Source: an optimization exercise on an open RTL-to-GDS flow (aim: small area). Production flows keep margins and buffers that such runs may drop. In this exercise RTL edits were held to simulation tests only and were not proved equivalent to the original. Power figures rest on the tool's default switching activity, not on a simulated workload.

== red ==
==> module proto_field_packer, before the edit <==
module proto_field_packer #(
    parameter int FIFO_DEPTH = 16,
    parameter int FIELD_W    = 5,
    parameter int DATA_W     = 64
) (
    input  logic                            clk_i,
    input  logic                            reset_ni,
    input  logic                            in_valid_i,
    input  logic [FIELD_W-1:0]              in_field_num_i,
    input  logic [7:0]                      in_byte_sel_i,
    input  logic [DATA_W-1:0]               in_val_i,
    input  logic                            in_raw_byte_i,
    input  logic                            flush_i,
    output logic                            out_valid_o,
    input  logic                            out_ready_i,
    output logic [FIELD_W-1:0]              out_field_num_o,
    output logic [7:0]                      out_byte_sel_o,
    output logic [DATA_W-1:0]               out_data_o,
    output logic                            out_last_o,
    output logic [$clog2(FIFO_DEPTH):0]     fifo_count_o,
    output logic                            overflow_o
);
    localparam int AW    = $clog2(FIFO_DEPTH);
    localparam int CW    = AW + 1;
    localparam int NS    = FIFO_DEPTH + 1;    
    localparam int NL    = DATA_W / 8;        
    localparam logic [CW-1:0] DEPTH_C = CW'(FIFO_DEPTH);
    logic [1:0] rst_sync_reg;
    logic       rst_n;
    always_ff @(posedge clk_i or negedge reset_ni) begin
        if (!reset_ni) rst_sync_reg <= 2'b00;
        else           rst_sync_reg <= {rst_sync_reg[0], 1'b1};
    end
    assign rst_n = rst_sync_reg[1];
    logic               open_reg;           
    logic [FIELD_W-1:0] field_reg;          
    logic [2:0]         nb_reg;             
    logic scalar, raw_v, same, raw_new, raw_cont, raw_app, open_item;
    logic emit_old, emit_flush, drop, pop;
    logic [1:0] n_enq, push_n;
    logic [CW-1:0] count_reg;
    assign scalar    = in_valid_i && !in_raw_byte_i;
    assign raw_v     = in_valid_i && in_raw_byte_i;
    assign same      = open_reg && (in_field_num_i == field_reg);
    assign raw_new   = raw_v && !same;                       
    assign raw_cont  = raw_v && same && (nb_reg == 3'd0);    
    assign raw_app   = raw_v && same && (nb_reg != 3'd0);    
    assign open_item = in_valid_i ? in_raw_byte_i : open_reg;
    assign emit_old  = open_reg && (scalar || raw_new || raw_cont);
    assign emit_flush = flush_i && open_item;
    assign n_enq     = 2'(emit_old) + 2'(scalar | emit_flush);
    assign drop      = (DEPTH_C - count_reg) < CW'(n_enq);
    assign push_n    = drop ? 2'd0 : n_enq;
    assign pop       = out_valid_o && out_ready_i;
    always_ff @(posedge clk_i or negedge rst_n) begin
        if (!rst_n) open_reg <= 1'b0;
        else        open_reg <= open_item && !flush_i;
    end
    always_ff @(posedge clk_i) begin
        if (raw_new) field_reg <= in_field_num_i;
        if (raw_new || raw_cont) nb_reg <= 3'd1;
        else if (raw_app)        nb_reg <= nb_reg + 3'd1;
    end
    localparam int PW = $clog2(NS);
    logic [PW-1:0] wr_reg, wr_p1, wr_p2;
    logic [NS-1:0] wr_oh, rd_oh, wr_inc, pos_full;
    logic          overflow_reg;
    assign wr_p1 = (wr_reg == PW'(NS-1)) ? '0 : wr_reg + PW'(1);
    assign wr_p2 = (wr_reg == PW'(NS-1)) ? PW'(1) : (wr_reg == PW'(NS-2)) ? '0 : wr_reg + PW'(2);
    always_comb begin
        for (int s = 0; s < NS; s++) begin
            wr_oh[s] = (wr_reg == PW'(s));
        end
    end
    assign wr_inc   = {wr_oh[NS-2:0], wr_oh[NS-1]};
    assign pos_full = (emit_old && !drop) ? wr_inc : wr_oh;
    always_ff @(posedge clk_i or negedge rst_n) begin
        if (!rst_n) begin
            wr_reg       <= '0;
            rd_oh        <= NS'(1);
            count_reg    <= '0;
            overflow_reg <= 1'b0;
        end else begin
            case (push_n)
                2'd1:    wr_reg <= wr_p1;
                2'd2:    wr_reg <= wr_p2;
                default: wr_reg <= wr_reg;
            endcase
            if (pop) rd_oh <= {rd_oh[NS-2:0], rd_oh[NS-1]};
            count_reg    <= count_reg + CW'(push_n) - CW'(pop);
            overflow_reg <= overflow_reg | drop;
        end
    end
    logic       full_we;
    logic [7:0] bus_sel;
    logic [7:0] bus_lane [NL];
    logic [NL-1:0] app_lane;
    assign full_we    = scalar || raw_new || raw_cont;
    assign bus_lane[0] = in_val_i[7:0];
    assign bus_sel[0]  = in_raw_byte_i || in_byte_sel_i[0];
    genvar gl;
    generate
        for (gl = 1; gl < NL; gl++) begin : g_bus
            assign bus_lane[gl] = in_raw_byte_i ? (raw_app ? in_val_i[7:0] : 8'h00) : in_val_i[gl*8 +: 8];
            assign bus_sel[gl]  = in_raw_byte_i ? raw_app : in_byte_sel_i[gl];
        end
        for (gl = 0; gl < NL; gl++) begin : g_app
            assign app_lane[gl] = raw_app && (nb_reg == 3'(gl));
        end
    endgenerate
    logic [FIELD_W-1:0] s_field [NS];
    logic [7:0]         s_sel   [NS];
    logic [7:0]         s_data  [NS][NL];
    logic               s_last  [NS];
    genvar gs;
    generate
        for (gs = 0; gs < NS; gs++) begin : g_slot
            logic fw, lz;
            assign fw = full_we && pos_full[gs];
            assign lz = raw_cont && !drop && wr_oh[gs];
            always_ff @(posedge clk_i) begin
                if (fw) s_field[gs] <= in_field_num_i;
                if (fw || lz) s_last[gs] <= fw;
            end
            for (gl = 0; gl < NL; gl++) begin : g_lane
                logic en;
                assign en = fw || (wr_oh[gs] && app_lane[gl]);
                always_ff @(posedge clk_i) begin
                    if (en) begin
                        s_data[gs][gl]  <= bus_lane[gl];
                        s_sel[gs][gl]   <= bus_sel[gl];
                    end
                end
            end
        end
    endgenerate
    always_comb begin
        out_field_num_o = '0;
        out_byte_sel_o  = '0;
        out_data_o      = '0;
        out_last_o      = 1'b0;
        for (int s = 0; s < NS; s++) begin
            out_field_num_o = out_field_num_o | (s_field[s] & {FIELD_W{rd_oh[s]}});
            out_byte_sel_o  = out_byte_sel_o  | (s_sel[s]   & {8{rd_oh[s]}});
            out_last_o      = out_last_o      | (s_last[s]  & rd_oh[s]);
            for (int l = 0; l < NL; l++)
                out_data_o[l*8 +: 8] = out_data_o[l*8 +: 8] | (s_data[s][l] & {8{rd_oh[s]}});
        end
    end
    assign out_valid_o  = (count_reg != '0);
    assign fifo_count_o = count_reg;
    assign overflow_o   = overflow_reg;
endmodule
clock: 6.0 ns
lec_check: 0
cap_margin: 20
core_margin: 2
core_utilization: 65
slew_margin: 20
standard.sh (not shown) runs the stock make flow with config.mk's settings and CLKGATE_MAP_FILE= SYNTH_SCRIPT=/design/flow/synth_recipe.tcl, a recipe that flattens the netlist after the stock synthesis.
==> flow/flow/run.sh <==
#!/bin/bash
# Standard ORFS layout with three changes:
#  - after the standard synthesis, the combinational logic is re-mapped for area (flow/resyn.tcl);
#    every register keeps its instance name and cell type;
#  - the CTS adds no dummy loads and clusters up to 30 sinks per buffer;
#  - ports get buf_1 buffers.
set -euo pipefail
HERE=$(pwd)
R=$HERE/orfs/results/$FLOW_PLATFORM/proto_field_packer/base
bash standard.sh synth > make_synth.log 2>&1
cp $R/1_2_yosys.v $HERE/standard_synth.v
RESYN_IN=$HERE/standard_synth.v RESYN_OUT=$R/1_2_yosys.v RESYN_ABC=$HERE/flow/area.abc \
  yosys -c $HERE/flow/resyn.tcl > yosys_resyn.log 2>&1
rm -f $R/1_synth.odb $R/1_synth.sdc
bash standard.sh \
  "CTS_ARGS=-sink_clustering_enable -repair_clock_nets -dont_use_dummy_load -sink_clustering_size 30 -sink_clustering_max_diameter 60" \
  "BUFFER_PORTS_ARGS=-buffer_cell sky130_fd_sc_hd__buf_1" \
  finish > make_finish.log 2>&1
==> flow/flow/area.abc <==
&get -n
&st
&syn2
&dch -f
&nf -R 1000 -a
&put
==> flow/flow/resyn.tcl <==
# Re-maps the combinational logic of the standard synthesis netlist for area.
# Registers, tie cells and their instance names are kept exactly as the standard synthesis made them.
yosys -import
set lib $::env(FLOW_HOME)/platforms/sky130hd/lib/sky130_fd_sc_hd__tt_025C_1v80.lib
set top $::env(FLOW_TOP)
set in  $::env(RESYN_IN)
set out $::env(RESYN_OUT)
set abc_script $::env(RESYN_ABC)

read_liberty -ignore_miss_func $lib
read_verilog -defer $in
hierarchy -top $top
# Keep every sequential cell and the tie cells as they are.
set keep {}
foreach cell {dfxtp dfrtp dfstp dfrbp dfsbp dfbbp dfbbn dfrtn dfxbp edfxtp edfxbp sdfxtp sdfrtp sdfstp sedfxtp dlxtp dlxtn dlxbn dlxbp dlrtp dlrtn conb} {
  lappend keep "sky130_fd_sc_hd__${cell}_*"
}
foreach pat $keep { catch { setattr -mod -set blackbox 1 =$pat } }
flatten
delete t:\$scopeinfo
opt_clean -purge
set du {}
foreach c {sky130_fd_sc_hd__probe_p_8 sky130_fd_sc_hd__probec_p_8 sky130_fd_sc_hd__lpflow_*} { lappend du -dont_use $c }
abc -liberty $lib {*}$du -script $abc_script
opt_clean -purge
setundef -zero
hilomap -singleton -hicell sky130_fd_sc_hd__conb_1 HI -locell sky130_fd_sc_hd__conb_1 LO
insbuf -buf sky130_fd_sc_hd__buf_4 A X
splitnets
opt_clean -purge
tee -o resyn_stat.txt stat -liberty $lib
select -module $top
write_verilog -noattr -nohex -nodec -selected $out
diff inputs: red => blue
--- a/flow/design.v
+++ b/flow/design.v
@@ -59,36 +59,27 @@
     always_ff @(posedge clk_i) begin
         if (raw_new) field_reg <= in_field_num_i;
         if (raw_new || raw_cont) nb_reg <= 3'd1;
         else if (raw_app)        nb_reg <= nb_reg + 3'd1;
     end
-    localparam int PW = $clog2(NS);
-    logic [PW-1:0] wr_reg, wr_p1, wr_p2;
-    logic [NS-1:0] wr_oh, rd_oh, wr_inc, pos_full;
+    logic [NS-1:0] wr_reg, rd_reg, wr_inc, pos_full;
     logic          overflow_reg;
-    assign wr_p1 = (wr_reg == PW'(NS-1)) ? '0 : wr_reg + PW'(1);
-    assign wr_p2 = (wr_reg == PW'(NS-1)) ? PW'(1) : (wr_reg == PW'(NS-2)) ? '0 : wr_reg + PW'(2);
-    always_comb begin
-        for (int s = 0; s < NS; s++) begin
-            wr_oh[s] = (wr_reg == PW'(s));
-        end
-    end
-    assign wr_inc   = {wr_oh[NS-2:0], wr_oh[NS-1]};
-    assign pos_full = (emit_old && !drop) ? wr_inc : wr_oh;
+    assign wr_inc   = {wr_reg[NS-2:0], wr_reg[NS-1]};
+    assign pos_full = (emit_old && !drop) ? wr_inc : wr_reg;
     always_ff @(posedge clk_i or negedge rst_n) begin
         if (!rst_n) begin
-            wr_reg       <= '0;
-            rd_oh        <= NS'(1);
+            wr_reg       <= NS'(1);
+            rd_reg       <= NS'(1);
             count_reg    <= '0;
             overflow_reg <= 1'b0;
         end else begin
             case (push_n)
-                2'd1:    wr_reg <= wr_p1;
-                2'd2:    wr_reg <= wr_p2;
+                2'd1:    wr_reg <= wr_inc;
+                2'd2:    wr_reg <= {wr_reg[NS-3:0], wr_reg[NS-1:NS-2]};
                 default: wr_reg <= wr_reg;
             endcase
-            if (pop) rd_oh <= {rd_oh[NS-2:0], rd_oh[NS-1]};
+            if (pop) rd_reg <= {rd_reg[NS-2:0], rd_reg[NS-1]};
             count_reg    <= count_reg + CW'(push_n) - CW'(pop);
             overflow_reg <= overflow_reg | drop;
         end
     end
     logic       full_we;
@@ -115,18 +106,18 @@
     genvar gs;
     generate
         for (gs = 0; gs < NS; gs++) begin : g_slot
             logic fw, lz;
             assign fw = full_we && pos_full[gs];
-            assign lz = raw_cont && !drop && wr_oh[gs];
+            assign lz = raw_cont && !drop && wr_reg[gs];
             always_ff @(posedge clk_i) begin
                 if (fw) s_field[gs] <= in_field_num_i;
                 if (fw || lz) s_last[gs] <= fw;
             end
             for (gl = 0; gl < NL; gl++) begin : g_lane
                 logic en;
-                assign en = fw || (wr_oh[gs] && app_lane[gl]);
+                assign en = fw || (wr_reg[gs] && app_lane[gl]);
                 always_ff @(posedge clk_i) begin
                     if (en) begin
                         s_data[gs][gl]  <= bus_lane[gl];
                         s_sel[gs][gl]   <= bus_sel[gl];
                     end
@@ -138,15 +129,15 @@
         out_field_num_o = '0;
         out_byte_sel_o  = '0;
         out_data_o      = '0;
         out_last_o      = 1'b0;
         for (int s = 0; s < NS; s++) begin
-            out_field_num_o = out_field_num_o | (s_field[s] & {FIELD_W{rd_oh[s]}});
-            out_byte_sel_o  = out_byte_sel_o  | (s_sel[s]   & {8{rd_oh[s]}});
-            out_last_o      = out_last_o      | (s_last[s]  & rd_oh[s]);
+            out_field_num_o = out_field_num_o | (s_field[s] & {FIELD_W{rd_reg[s]}});
+            out_byte_sel_o  = out_byte_sel_o  | (s_sel[s]   & {8{rd_reg[s]}});
+            out_last_o      = out_last_o      | (s_last[s]  & rd_reg[s]);
             for (int l = 0; l < NL; l++)
-                out_data_o[l*8 +: 8] = out_data_o[l*8 +: 8] | (s_data[s][l] & {8{rd_oh[s]}});
+                out_data_o[l*8 +: 8] = out_data_o[l*8 +: 8] | (s_data[s][l] & {8{rd_reg[s]}});
         end
     end
     assign out_valid_o  = (count_reg != '0);
     assign fifo_count_o = count_reg;
     assign overflow_o   = overflow_reg;
## What came out
The lower worst hold slack of blue and red is in red.
blue and red ended up with nearly the same final setup TNS.
Combinational group share of total power: blue higher than red
Looking at blue and red, the total setup violations reported at the end of the flow is a wash.
On net count reported at finish: blue sits above red.
blue — routed wire length 2.2% higher, red as reference

-- static timing again, ports no longer ideal --
The results above use ideal ports. As a check the final layouts listed here were re-extracted and re-timed, cells and wires unchanged.
Step 1 (the two cells are an assumption about what drives the block):
set clk [get_ports {clk_i}]
set_driving_cell -lib_cell sky130_fd_sc_hd__clkbuf_16 $clk
set_driving_cell -lib_cell sky130_fd_sc_hd__buf_2 [delete_from_list [all_inputs] $clk]
Step 2 also shifts input and output timing later by t, the mid clock arrival at the registers, as if the neighbouring blocks saw the same clock.
a / b / c = no drivers / after step 1 / after step 2; a / b = the first two.
run	t (ns)	slack for setup (ns)	worst hold slack (ns)	cell pins on the clock port's net
red	0.699	0.993 / 1.031 / 0.332	0.240 / 0.240 / 0.240	1
blue	0.725	0.526 / 0.567 / -0.157	0.359 / 0.340 / 0.359	1
With both steps, setup timing fails in blue, where it was met with ideal ports. The setup slack of blue, which loses most, moves by +0.041 ns with the drivers and by -0.683 ns with both steps.
